Context: an optimization exercise on an open-source flow, tuned for small area, a short achievable clock period and few clock cycles per item. The choices shown serve that exercise and are no tape-out recipe. At most, simulation tests tie the RTL to the original design; equivalence was not proved.

## alu_top
module alu_top #(
    parameter int LFSR_MAX_STEPS = 8
) (
    input  logic     i_clk,
    input  logic     i_rst_n,
    input  logic     i_req,
    input  alu_pkg::alu_req_t i_cmd,
    output logic     o_ack,
    output alu_pkg::fx_t      o_result
);
For scale: about 1,100 cells after synthesis, ~95 flip-flops.
export LEC_CHECK = 0
export CAP_MARGIN = 20
export CORE_MARGIN = 2
export CORE_UTILIZATION = 65
export SLEW_MARGIN = 20
create_clock -name core_clock -period 9.5 [get_ports {i_clk}]
standard.sh (not shown) runs the stock make flow with config.mk's settings and CLKGATE_MAP_FILE= SYNTH_SCRIPT=/design/flow/synth_recipe.tcl, a recipe that flattens the netlist after the stock synthesis.
==> flow/flow/run.sh <==
#!/bin/bash
# Standard layout, with the timing repair aiming further below the clock
# period and small port buffers.
set -euo pipefail
bash standard.sh SETUP_SLACK_MARGIN=5.8 "BUFFER_PORTS_ARGS=-buffer_cell sky130_fd_sc_hd__buf_1" finish > standard_flow.log 2>&1
Testbench counts at the start, summed over its fixed seeds: cycles 21,608, ops 4,800.
Next try:
Settings changed: ABC_AREA from default to 1.
- The changed run went through all stages and came out clean
- sequential share of layout area drops by 0.54 points
- hold slack gains 0.044 ns
- global-route usage went up by 1.9 points
- register-to-register slack improved by 0.10 ns
- critical path depth is higher by 3
- synthesized area climbs by 5.3%
- wire length is higher by 9.1%
- cell area climbs by 1.6%
- core utilization shrinks by 2.3 points
Next try:
==> flow/flow/run.sh (replaced) <==
#!/bin/bash
# Standard layout, with the timing repair aiming further below the clock
# period and small port buffers.
set -euo pipefail
bash standard.sh SETUP_SLACK_MARGIN=6.0 "BUFFER_PORTS_ARGS=-buffer_cell sky130_fd_sc_hd__buf_1" finish > standard_flow.log 2>&1
The new run finished clean.
Utilization came out higher by 0.66 points.
Wire length increases slightly.
Via count barely changes.
Critical path depth decreases by 3.
Count of clock-buffer cells in the layout stays the same.
First-iteration DRC count grows by a few percent.
Area after synthesis does not change.
Sequential cell count does not change.
Register-to-register slack improves by 0.18 ns.
Die area is unchanged.
Next try:
==> flow/flow/run.sh (replaced) <==
#!/bin/bash
# Standard layout, with the timing repair aiming further below the clock
# period and small port buffers.
set -euo pipefail
bash standard.sh SETUP_SLACK_MARGIN=6.2 "BUFFER_PORTS_ARGS=-buffer_cell sky130_fd_sc_hd__buf_1" finish > standard_flow.log 2>&1
Sequential share of layout area is lower by 0.37 points.
Critical path depth is lower by 3.
Via count is higher by 0.50%.
Clock-buffer cell count stays the same.

alu_top, a different RTL version from the one above (not shown whole).
Size in the first run: roughly 1000 cells after synthesis, roughly 100 flip-flops, ~0.0088 sq mm of cells after synthesis.
export LEC_CHECK = 0
export CAP_MARGIN = 20
export CORE_MARGIN = 2
export CORE_UTILIZATION = 65
export SLEW_MARGIN = 20
create_clock -name core_clock -period 9.5 [get_ports {i_clk}]
==> flow/flow/run.sh <==
#!/bin/bash
# Standard layout, with the timing repair aiming further below the clock
# period and small port buffers.
set -euo pipefail
bash standard.sh SETUP_SLACK_MARGIN=6.1 "BUFFER_PORTS_ARGS=-buffer_cell sky130_fd_sc_hd__buf_1" finish > standard_flow.log 2>&1
The baseline passed the timing, DRC and antenna checks.
Then changed:
==> flow/flow/run.sh (replaced) <==
#!/bin/bash
# Standard layout, with the timing repair aiming further below the clock
# period and small port buffers.
set -euo pipefail
bash standard.sh SETUP_SLACK_MARGIN=5.8 "BUFFER_PORTS_ARGS=-buffer_cell sky130_fd_sc_hd__buf_1" finish > standard_flow.log 2>&1
After rerunning: The new run passed the timing, DRC and antenna checks. Routed wire length is lower by 6.3%. Fmax came out lower by 0.39%. Non-clock buffer count falls by 26. Global-route usage drops by 1.3 points.
Then changed:
==> flow/flow/run.sh (replaced) <==
#!/bin/bash
# Standard layout, with the timing repair aiming further below the clock
# period and small port buffers.
set -euo pipefail
bash standard.sh SETUP_SLACK_MARGIN=6.2 "BUFFER_PORTS_ARGS=-buffer_cell sky130_fd_sc_hd__buf_1" finish > standard_flow.log 2>&1
Settings changed: ABC_AREA set to 1.
- routed wire length is higher by 10%
- worst setup slack improved by 0.49 ns
- design area grows by 5.4%
- cell count grows by 27%
No run of this note included a check of the RTL's function; only the layout flow was run.

what the ideal ports hide:
The results above use ideal ports. As a check the final layouts listed here were re-extracted and re-timed, cells and wires unchanged. Step 1: set_driving_cell puts a clkbuf_16 on i_clk and a buf_2 on each other input, an assumption about the parent block. Step 2, shift: input delay + t, output delay - t, t = (earliest + latest rising clock arrival at the registers) / 2. This alone moves slack from input paths to output paths. Three values: ideal, step 1, step 2; two values: the first two.
run | t, ns | setup slack, ns | hold slack, ns | slew at the worst register clock pin (ns) | pins driven straight from the clock port
the first run of note 1 | 0.400 | 5.914 / 5.914 / 5.633 | 0.358 / 0.358 / 0.358 | 0.08 / 0.08 | 1
the second run of note 1 | 0.399 | 6.018 / 6.018 / 5.740 | 0.402 / 0.402 / 0.402 | 0.08 / 0.08 | 1
the third run of note 1 | 0.395 | 6.198 / 6.198 / 5.984 | 0.398 / 0.398 / 0.398 | 0.08 / 0.08 | 1
the fourth run of note 1 | 0.394 | 6.303 / 6.303 / 5.996 | 0.404 / 0.404 / 0.404 | 0.08 / 0.08 | 1
the first run of note 2 | 0.403 | 5.758 / 5.758 / 5.654 | 0.366 / 0.366 / 0.366 | 0.08 / 0.08 | 1
the second run of note 2 | 0.406 | 5.743 / 5.743 / 5.536 | 0.367 / 0.367 / 0.367 | 0.08 / 0.08 | 1
the third run of note 2 | 0.407 | 6.232 / 6.232 / 6.031 | 0.406 / 0.406 / 0.406 | 0.08 / 0.08 | 1
After both steps every run listed still meets setup and hold. The setup slack of the fourth run of note 1, which loses most, moves by 0.000 ns with the drivers and by -0.307 ns with both steps.
